What follows belongs to an exercise in optimizing a design on an open flow for small area; a production flow would make more cautious choices. RTL that was checked went through simulation tests only; none was proved equivalent to the original.

// pan_tilt_top
module pan_tilt_top (
	input  logic clk,
	input  logic reset,
	input  logic in_valid,
	input  logic [11:0] x_com,
	input  logic [11:0] y_com,
	input  logic [11:0] x_light,
	input  logic [11:0] y_light,
	input  logic [11:0] height,
	output logic out_valid,
	output logic [7:0] pan,
	output logic [7:0] tilt
);
Size: ~5000 cells after synthesis, roughly 490 flip-flops, ~33000 sq um of cells after synthesis.
export LEC_CHECK = 0
export ABC_AREA = 1
export CAP_MARGIN = 20
export CORE_MARGIN = 2
export CORE_UTILIZATION = 40
export CTS_CLUSTER_DIAMETER = 100
export CTS_CLUSTER_SIZE = 24
export SLEW_MARGIN = 20
create_clock -name core_clock -period 5.0 [get_ports {clk}]
standard.sh (not shown) runs the stock make flow with config.mk's settings and CLKGATE_MAP_FILE= SYNTH_SCRIPT=/design/flow/synth_recipe.tcl, a recipe that flattens the netlist after the stock synthesis.
==> flow/flow/run.sh <==
#!/bin/bash
set -euo pipefail
bash standard.sh ADDER_MAP_FILE= finish > flow_make.log 2>&1
The baseline finished with timing, DRC and antenna clean.
Rerun with:
- CTS_CLUSTER_DIAMETER: 100 -> 120
- CTS_CLUSTER_SIZE: 24 -> 30
What happened: Clock skew falls by 0.020 ns; worst hold slack stays flat; setup slack is better by 0.039 ns; non-clock buffer count falls by 4; count of clock-buffer cells in the layout falls by 6; cell area falls slightly; fmax rises slightly; wire length falls slightly; cell count barely changes.

xenon:
pan_tilt_top, a different RTL version from the one above (not shown whole).
Size: roughly 5500 cells after synthesis, roughly 490 flip-flops, roughly 80 I/O pins, ~36000 µm² of cells after synthesis.
==> flow/config.mk <==
export PLATFORM = sky130hd
export DESIGN_NAME = pan_tilt_top
export DESIGN_NICKNAME = pan_tilt_top
export VERILOG_FILES = /design/flow/design.v
export SDC_FILE = /design/flow/constraint.sdc
export NUM_CORES = 4
export LEC_CHECK = 0
export ABC_AREA = 1
export CAP_MARGIN = 20
export CORE_MARGIN = 2
export CORE_UTILIZATION = 40
export SLEW_MARGIN = 20
==> flow/constraint.sdc <==
create_clock -name core_clock -period 5.0 [get_ports {clk}]
set_input_delay 1.0000 -clock core_clock [delete_from_list [all_inputs] [get_ports {clk}]]
set_output_delay 1.0000 -clock core_clock [all_outputs]
set_load 0.01 [all_outputs]
Scripts as last shown in full above: flow/flow/run.sh
Inputs modified between xenon and nickel:
- CTS_CLUSTER_DIAMETER: unset -> 100
- CORE_UTILIZATION: 40 -> 55
- CTS_CLUSTER_SIZE: unset -> 24
[summary]
Going from xenon to nickel, average detailed-routed wire length per instance moved up, clock slew seen by the registers of the worst setup and hold paths moved up.
Across xenon and nickel, none had a timing, DRC or antenna violation.
nickel vs. xenon: routed wire length went down by 0.80%.
Going from xenon to nickel, the minimum setup slack in the final design was found to have gone down by 180 ps.
When the final numbers for xenon and nickel were put side by side, the die area turned out to be greater in xenon.
Final core area utilization up 15 points in nickel wrt xenon
Edits applied to the flow inputs when going from nickel to harbor:
- CORE_UTILIZATION changed from 55 to 40
- CTS_CLUSTER_DIAMETER removed (was 100)
- CTS_CLUSTER_SIZE removed (was 24)
--- a/flow/flow/run.sh
+++ b/flow/flow/run.sh
@@ -2,0 +3,5 @@
+here=$(pwd)
+rm -rf "$here/synth_scripts"
+cp -r "$FLOW_HOME/scripts" "$here/synth_scripts"
+cp "$here/flow/abc_area.script" "$here/synth_scripts/abc_area.script"
+bash standard.sh SCRIPTS_DIR="$here/synth_scripts" ADDER_MAP_FILE= synth > flow_synth.log 2>&1
==> flow/flow/abc_area.script (new file) <==
strash
dch
map -a
topo
stime -c
buffer -c
upsize -c
dnsize -c
[summary]
- The layout from harbor, despite a flow that completed every stage, fails the layout checks, with the failing checks listed as setup timing.
- What nickel reported for die area has to be multiplied by 1.2 to get the figure for harbor.
- Sort harbor and nickel by sequential share of cell area asc -> top: harbor
- In harbor, the final cycle utilization of the critical path came out 19 points above the value in nickel.
- Clock buffer count delta for harbor relative to nickel: 43 higher
- Relative to nickel, number of buffer and inverter instances along the worst setup path has gone down in harbor.
- Changes observed in harbor relative to nickel: core occupancy in the finished layout shrank by 4.2 points; part of the Yosys area used for sequential elements shows an increase of 3.1 points; number of logic inverters in the finished layout now sits lower; maximum net fanout on the critical path lower.
- A launch point of the worst path of tb12_r12$_DFF_P_ is what nickel shows, while pa12_r6[1]$_DFF_P_ belongs to harbor.
- Looking at area growth from synthesis to layout across harbor and nickel, the one that comes out lower is nickel.
- harbor reports its worst setup path endpoint as tx1_r7[13]$_DFF_P_ while nickel reports tilt[0].
Here is what was changed in the inputs of raven compared with harbor.
- an added CTS_CLUSTER_DIAMETER of 100
- an added CTS_CLUSTER_SIZE of 24
==> flow/flow/run.sh <==
#!/bin/bash
set -euo pipefail
bash standard.sh ADDER_MAP_FILE= finish > flow_make.log 2>&1
removed: flow/flow/abc_area.script
- raven reached the final stage; the timing, design-rule and antenna checks on its layout passed.
- ~same clock-pin slew on the worst setup and hold paths in raven and harbor
- Taking harbor as the reference point, the routed wire length of raven falls by 2.9%.
- Changes observed in raven relative to harbor: portion of netlist area occupied by mux cells level, global-route usage moved down, count of clock-buffer cells in the layout moved down, sequential share of cell area moved up, critical path depth moved down.
- Compared with harbor, raven shows a lower worst-margin pin slew.
- raven reports its leading cell type in the layout, fill and taps excluded as nand2_1 while harbor reports nor2_1.
- NOTE synthesized instance count harbor->raven increased by more than 10%

== alpha ==
pan_tilt_top, a different RTL version from the one above (not shown whole).
clock: 5.0 ns
lec_check: 0
abc_area: 1
cap_margin: 20
core_margin: 2
core_utilization: 40
slew_margin: 20
run.sh (not shown) runs the stock make flow with config.mk's settings and CLKGATE_MAP_FILE= SYNTH_SCRIPT=/design/flow/synth_recipe.tcl, a recipe that flattens the netlist after the stock synthesis.
Stock flow here: none of the scripts above is used.
To summarise alpha: no stage aborted, but the layout did not pass its checks, failing on setup timing.
Changes in beta relative to alpha:
==> flow/flow/run.sh (new file) <==
#!/bin/bash
set -euo pipefail
bash standard.sh ADDER_MAP_FILE= finish > flow_make.log 2>&1
==> flow/standard.sh (new file) <==
#!/bin/bash
# synth_recipe.tcl (not shown) runs the flow's synth.tcl, then flattens the netlist and writes it again
# the make line also repeats each setting of config.mk as NAME=value (left out here)
make -C /OpenROAD-flow-scripts/flow DESIGN_CONFIG=/design/flow/config.mk WORK_HOME=/design/flow/orfs CLKGATE_MAP_FILE= SYNTH_SCRIPT=/design/flow/synth_recipe.tcl "${@:-finish}"
removed: flow/run.sh
Notes after the runs:
beta finished all stages; however, its layout fails the closing checks, the failures being setup timing. Initial detailed-routing violation count up about 50% in beta wrt alpha. Looking at synthesized cell count, beta sits 1,533 higher than alpha does. For share of synthesized area occupied by flip-flops and latches, beta and alpha come out practically identical.

pan_tilt_top, a different RTL version from the one above (not shown whole).
For scale: ~550 flip-flops, about 80 I/O pins, about 0.037 sq mm of cells after synthesis.
## pan_tilt_top
module pan_tilt_top (
	input  logic clk,
	input  logic reset,
	input  logic in_valid,
	input  logic [11:0] x_com,
	input  logic [11:0] y_com,
	input  logic [11:0] x_light,
	input  logic [11:0] y_light,
	input  logic [11:0] height,
	output logic out_valid,
	output logic [7:0] pan,
	output logic [7:0] tilt
);
Settings: LEC_CHECK=0, ABC_AREA=1, CAP_MARGIN=20, CORE_MARGIN=2, CORE_UTILIZATION=40, SLEW_MARGIN=20; clock period 5.0 ns.
Stock flow here: none of the scripts above is used.
Change:
--- a/flow/config.mk
+++ b/flow/config.mk
@@ -11,2 +11,3 @@
 export CORE_UTILIZATION = 40
+export CTS_BUF_LIST = sky130_fd_sc_hd__clkbuf_4 sky130_fd_sc_hd__clkbuf_8
 export SLEW_MARGIN = 20
The changed run completed with no timing, DRC or antenna violations. Register-to-register slack improved by 0.02 ns. Maximum frequency came out lower slightly. Flip-flop and latch count stays the same. Via count came out higher slightly. Cell area came out higher slightly. Wire length came out higher slightly. Core utilization came out higher by 0.25 points.

pan_tilt_top, a different RTL version from the one above (not shown whole).
For scale: about 3,600 cells after synthesis, ~80 I/O pins, about 0.034 sq mm of cells after synthesis.
==> flow/config.mk <==
export PLATFORM = sky130hd
export DESIGN_NAME = pan_tilt_top
export DESIGN_NICKNAME = pan_tilt_top
export VERILOG_FILES = /design/flow/design.v
export SDC_FILE = /design/flow/constraint.sdc
export NUM_CORES = 4
export LEC_CHECK = 0
export ABC_AREA = 1
export CAP_MARGIN = 20
export CORE_MARGIN = 2
export CORE_UTILIZATION = 40
export SLEW_MARGIN = 20
==> flow/constraint.sdc <==
create_clock -name core_clock -period 5.0 [get_ports {clk}]
set_input_delay 1.0000 -clock core_clock [delete_from_list [all_inputs] [get_ports {clk}]]
set_output_delay 1.0000 -clock core_clock [all_outputs]
set_load 0.01 [all_outputs]
The first run produced a layout that fails on setup timing.
Change:
ABC_AREA = default   (was 1)
=>
- The changed run produced a layout that fails on setup timing
- flip-flop and latch count stays the same
- maximum frequency went down by 9.4%
- cell area is higher by 2.2%
- cell count came out lower by 7.4%
- die area is lower by 2.1%
- non-clock buffer count went up by 162
- wire length came out lower by 0.66%
- register-to-register slack got worse by 620 ps
No functional check of the RTL was part of any run of this note.

[port drivers added, routing unchanged]
The flow's constraints put no driver on any port. The routed layouts listed below were extracted and timed again, unchanged, in two steps.
Step 1 assumes that a clkbuf_16 drives the clock port and a buf_2 every other input.
Step 2, shift: input delay + t, output delay - t, t = (earliest + latest rising clock arrival at the registers) / 2. This alone moves slack from input paths to output paths.
Slacks: ideal / step 1 / step 2; pairs: ideal / step 1.
| run | t, ns | setup WS [ns] | worst register clock-pin slew, ns |
|---|---|---|---|
| the first run of note 1 | 0.666 | 0.306 / 0.245 / 0.012 | 0.10 / 0.10 |
| the second run of note 1 | 0.631 | 0.345 / 0.281 / 0.074 | 0.12 / 0.12 |
| xenon | 0.688 | 0.445 / 0.382 / 0.125 | 0.06 / 0.06 |
| nickel | 0.669 | 0.260 / 0.192 / 0.240 | 0.10 / 0.10 |
| harbor | 0.671 | -0.699 / -0.699 / -0.699 | 0.07 / 0.07 |
| raven | 0.695 | 0.427 / 0.365 / 0.108 | 0.10 / 0.10 |
| alpha | 0.680 | -1.173 / -1.173 / -1.173 | 0.07 / 0.07 |
| beta | 0.681 | -0.036 / -0.098 / 0.318 | 0.07 / 0.07 |
| the first run of note 4 | 0.703 | 0.101 / 0.039 / 0.112 | 0.06 / 0.06 |
| the second run of note 4 | 0.746 | 0.079 / 0.016 / 0.131 | 0.08 / 0.08 |
| the first run of note 5 | 0.685 | -0.955 / -0.955 / -0.955 | 0.07 / 0.07 |
| the second run of note 5 | 0.673 | -1.576 / -1.576 / -1.576 | 0.07 / 0.07 |
The setup slack of xenon, which loses most, moves by -0.063 ns with the drivers and by -0.320 ns with both steps.
